Source: an optimization exercise on an open RTL-to-GDS flow (aim: small area and a short achievable clock period). Production flows keep margins and buffers that such runs may drop.
At most, simulation tests tie the RTL to the original design; equivalence was not proved.
Power is estimated from default activity; no workload was simulated.

==> module region_fifo, before the edit <==
module region_fifo (
    input  logic                      clk,
    input  logic                      rst_n,
    input  logic                      re,
    output logic [16-1:0] head,
    input  logic                      we,
    input  logic [16-1:0] wdata,
    output logic                      empty,
    output logic                      almostfull
);
    localparam int unsigned DEPTH = 1 << 5;
    localparam logic [5:0] AFULL_LEVEL = (5+1)'(DEPTH - 4);
    logic [DEPTH-1:0][16-1:0] mem;
    logic [5:0]   count;
    logic [3:0]                head_lo, head_lo_nxt;
    logic [DEPTH/4-1:0]        head_hi, head_hi_nxt;
    logic                      do_wr;
    logic [DEPTH-1:0]          hrow;
    logic [5:0]   count_up, count_dn, count_nxt;
    assign do_wr = we && !count[5];
    localparam int unsigned SW = (5 + 1) + 4 + DEPTH/4 + 2;
    logic [5:0] count_nord, count_rd;
    logic [3:0]              head_lo_nord, head_lo_rd;
    logic [DEPTH/4-1:0]      head_hi_nord, head_hi_rd;
    logic                    empty_nord, empty_rd;
    logic                    afull_nord, afull_rd;
    logic [SW-1:0]           state_nxt;
    logic                    empty_nxt, afull_nxt;
    assign count_up = count + 1'b1;
    assign count_dn = count - 1'b1;
    always_comb begin
        if (do_wr) begin
            count_nord   = count_up;
            head_lo_nord = {head_lo[2:0], head_lo[3]};
            head_hi_nord = head_lo[3] ? {head_hi[DEPTH/4-2:0], head_hi[DEPTH/4-1]} : head_hi;
            empty_nord   = 1'b0;
            afull_nord   = (count_up >= AFULL_LEVEL);
            count_rd     = count;
            head_lo_rd   = head_lo;
            head_hi_rd   = head_hi;
            empty_rd     = 1'b0;
            afull_rd     = almostfull;
        end else begin
            count_nord   = count;
            head_lo_nord = head_lo;
            head_hi_nord = head_hi;
            empty_nord   = empty;
            afull_nord   = almostfull;
            count_rd     = count_dn;
            head_lo_rd   = {head_lo[0], head_lo[3:1]};
            head_hi_rd   = head_lo[0] ? {head_hi[0], head_hi[DEPTH/4-1:1]} : head_hi;
            empty_rd     = (count_dn == '0);
            afull_rd     = (count_dn >= AFULL_LEVEL);
        end
    end
    late_sel #(.W(SW)) i_late_sel (
        .s (re),
        .a ({count_rd,   head_lo_rd,   head_hi_rd,   empty_rd,   afull_rd}),
        .b ({count_nord, head_lo_nord, head_hi_nord, empty_nord, afull_nord}),
        .y (state_nxt)
    );
    assign {count_nxt, head_lo_nxt, head_hi_nxt, empty_nxt, afull_nxt} = state_nxt;
    always_ff @(posedge clk) begin
        if (!rst_n) begin
            count      <= '0;
            head_lo    <= 4'b1000;
            head_hi    <= {1'b1, {(DEPTH/4-1){1'b0}}};
            empty      <= 1'b1;
            almostfull <= 1'b0;
        end else begin
            count      <= count_nxt;
            head_lo    <= head_lo_nxt;
            head_hi    <= head_hi_nxt;
            empty      <= empty_nxt;
            almostfull <= afull_nxt;
        end
    end
    always_ff @(posedge clk) begin
        if (do_wr) begin
            mem <= {mem[DEPTH-2:0], wdata};
        end
    end
    always_comb begin
        for (int i = 0; i < DEPTH; i++) begin
            hrow[i] = head_lo[i%4] && head_hi[i/4];
        end
    end
    row_mux i_row_mux (
        .row  (hrow),
        .mem  (mem),
        .word (head)
    );
endmodule
export LEC_CHECK = 0
export CAP_MARGIN = 20
export CORE_MARGIN = 2
export CORE_UTILIZATION = 50
export CTS_CLUSTER_DIAMETER = 80
export CTS_CLUSTER_SIZE = 25
export SETUP_SLACK_MARGIN = 1.9
export SLEW_MARGIN = 20
export SYNTH_HIERARCHICAL = 1
create_clock -name core_clock -period 4.0 [get_ports {clk}]
standard.sh (not shown) runs the stock make flow with config.mk's settings and CLKGATE_MAP_FILE= SYNTH_SCRIPT=/design/flow/synth_recipe.tcl, a recipe that flattens the netlist after the stock synthesis.
==> flow/flow/run.sh <==
#!/bin/bash
# Layout flow: the standard ORFS flow (standard.sh), unchanged synthesis,
# with plain buffers on the ports instead of the delay cells buffer_ports
# picks by default, and a clock tree without dummy loads. Each step's output
# goes to a log of its own here.
set -euo pipefail
export BUFFER_PORTS_ARGS="-buffer_cell sky130_fd_sc_hd__buf_2"
export CTS_ARGS="-sink_clustering_enable -repair_clock_nets -sink_clustering_size 25 -sink_clustering_max_diameter 80 -dont_use_dummy_load"
bash standard.sh synth > synth.log 2>&1
bash standard.sh floorplan > floorplan.log 2>&1
bash standard.sh place > place.log 2>&1
bash standard.sh cts > cts.log 2>&1
bash standard.sh route > route.log 2>&1
bash standard.sh finish > finish.log 2>&1
Then changed:
--- a/flow/design.v
+++ b/flow/design.v
@@ -96,73 +96,79 @@
     output logic                      empty,
     output logic                      almostfull
 );
     localparam int unsigned DEPTH = 1 << 5;
     localparam logic [5:0] AFULL_LEVEL = (5+1)'(DEPTH - 4);
     logic [DEPTH-1:0][16-1:0] mem;
-    logic [5:0]   count;
     logic [3:0]                head_lo, head_lo_nxt;
     logic [DEPTH/4-1:0]        head_hi, head_hi_nxt;
+    logic                      full, full_nxt;
     logic                      do_wr;
     logic [DEPTH-1:0]          hrow;
-    logic [5:0]   count_up, count_dn, count_nxt;
-    assign do_wr = we && !count[5];
-    localparam int unsigned SW = (5 + 1) + 4 + DEPTH/4 + 2;
-    logic [5:0] count_nord, count_rd;
-    logic [3:0]              head_lo_nord, head_lo_rd;
-    logic [DEPTH/4-1:0]      head_hi_nord, head_hi_rd;
-    logic                    empty_nord, empty_rd;
-    logic                    afull_nord, afull_rd;
-    logic [SW-1:0]           state_nxt;
-    logic                    empty_nxt, afull_nxt;
-    assign count_up = count + 1'b1;
-    assign count_dn = count - 1'b1;
+    assign do_wr = we && !full;
+    localparam int unsigned SW = 4 + DEPTH/4 + 3;
+    logic [3:0]         head_lo_nord, head_lo_rd;
+    logic [DEPTH/4-1:0] head_hi_nord, head_hi_rd;
+    logic               empty_nord, empty_rd;
+    logic               full_nord, full_rd;
+    logic               afull_nord, afull_rd;
+    logic               afull_up, afull_dn;
+    logic [SW-1:0]      state_nxt;
+    logic               empty_nxt, afull_nxt;
+    always_comb begin
+        afull_up = 1'b0;
+        afull_dn = 1'b0;
+        for (int i = 0; i < DEPTH; i++) begin
+            if (i >= int'(AFULL_LEVEL) - 2 && i <= DEPTH - 2) afull_up |= hrow[i];
+            if (i >= int'(AFULL_LEVEL)) afull_dn |= hrow[i];
+        end
+    end
     always_comb begin
         if (do_wr) begin
-            count_nord   = count_up;
             head_lo_nord = {head_lo[2:0], head_lo[3]};
             head_hi_nord = head_lo[3] ? {head_hi[DEPTH/4-2:0], head_hi[DEPTH/4-1]} : head_hi;
             empty_nord   = 1'b0;
-            afull_nord   = (count_up >= AFULL_LEVEL);
-            count_rd     = count;
+            full_nord    = hrow[DEPTH-2];
+            afull_nord   = afull_up;
             head_lo_rd   = head_lo;
             head_hi_rd   = head_hi;
             empty_rd     = 1'b0;
+            full_rd      = 1'b0;
             afull_rd     = almostfull;
         end else begin
-            count_nord   = count;
             head_lo_nord = head_lo;
             head_hi_nord = head_hi;
             empty_nord   = empty;
+            full_nord    = full;
             afull_nord   = almostfull;
-            count_rd     = count_dn;
             head_lo_rd   = {head_lo[0], head_lo[3:1]};
             head_hi_rd   = head_lo[0] ? {head_hi[0], head_hi[DEPTH/4-1:1]} : head_hi;
-            empty_rd     = (count_dn == '0);
-            afull_rd     = (count_dn >= AFULL_LEVEL);
+            empty_rd     = hrow[0];
+            full_rd      = 1'b0;
+            afull_rd     = afull_dn;
         end
     end
     late_sel #(.W(SW)) i_late_sel (
         .s (re),
-        .a ({count_rd,   head_lo_rd,   head_hi_rd,   empty_rd,   afull_rd}),
-        .b ({count_nord, head_lo_nord, head_hi_nord, empty_nord, afull_nord}),
+        .a ({head_lo_rd,   head_hi_rd,   empty_rd,   full_rd,   afull_rd}),
+        .b ({head_lo_nord, head_hi_nord, empty_nord, full_nord, afull_nord}),
         .y (state_nxt)
     );
-    assign {count_nxt, head_lo_nxt, head_hi_nxt, empty_nxt, afull_nxt} = state_nxt;
+    assign {head_lo_nxt, head_hi_nxt, empty_nxt, full_nxt, afull_nxt} = state_nxt;
     always_ff @(posedge clk) begin
         if (!rst_n) begin
-            count      <= '0;
             head_lo    <= 4'b1000;
             head_hi    <= {1'b1, {(DEPTH/4-1){1'b0}}};
             empty      <= 1'b1;
+            full       <= 1'b0;
             almostfull <= 1'b0;
         end else begin
-            count      <= count_nxt;
             head_lo    <= head_lo_nxt;
             head_hi    <= head_hi_nxt;
             empty      <= empty_nxt;
+            full       <= full_nxt;
             almostfull <= afull_nxt;
         end
     end
     always_ff @(posedge clk) begin
         if (do_wr) begin
             mem <= {mem[DEPTH-2:0], wdata};
Outcome: Maximum frequency is about the same. Wire length drops by a few percent. Total power goes down slightly. Core utilization goes up by 0.49 points. Worst setup slack gains 0.0039 ns. Clock-buffer cell count does not change. Area after synthesis fell slightly. Global-route usage came out lower by 1.0 points. Cell count fell slightly.
Function not checked in the first run of this note: the RTL went through the layout flow alone.

[re-timing with driven ports]
The results above use ideal ports. As a check the final layouts listed here were re-extracted and re-timed, cells and wires unchanged. Step 1, drivers: a clkbuf_16 drives clk and a buf_2 each remaining input, both assumed. Step 2 moves the port delays by t, midway between the first and last clock arrival at a register: inputs arrive t later, outputs are due t later. That takes back most of the time a late clock gives input paths. Slacks: no drivers / after step 1 / after step 2; pairs: no drivers / after step 1.
run	t (ns)	setup slack, ns	latest minus earliest clock arrival (ns)	pins driven straight from the clock port
the first run	0.720	1.781 / 1.715 / 1.077	0.043 / 0.043	1
the second run	0.673	1.785 / 1.716 / 1.235	0.113 / 0.112	1
After both steps every run listed still meets setup and hold. For the first run, which loses most, drivers alone change the setup slack by -0.066 ns; drivers and shift together by -0.704 ns.
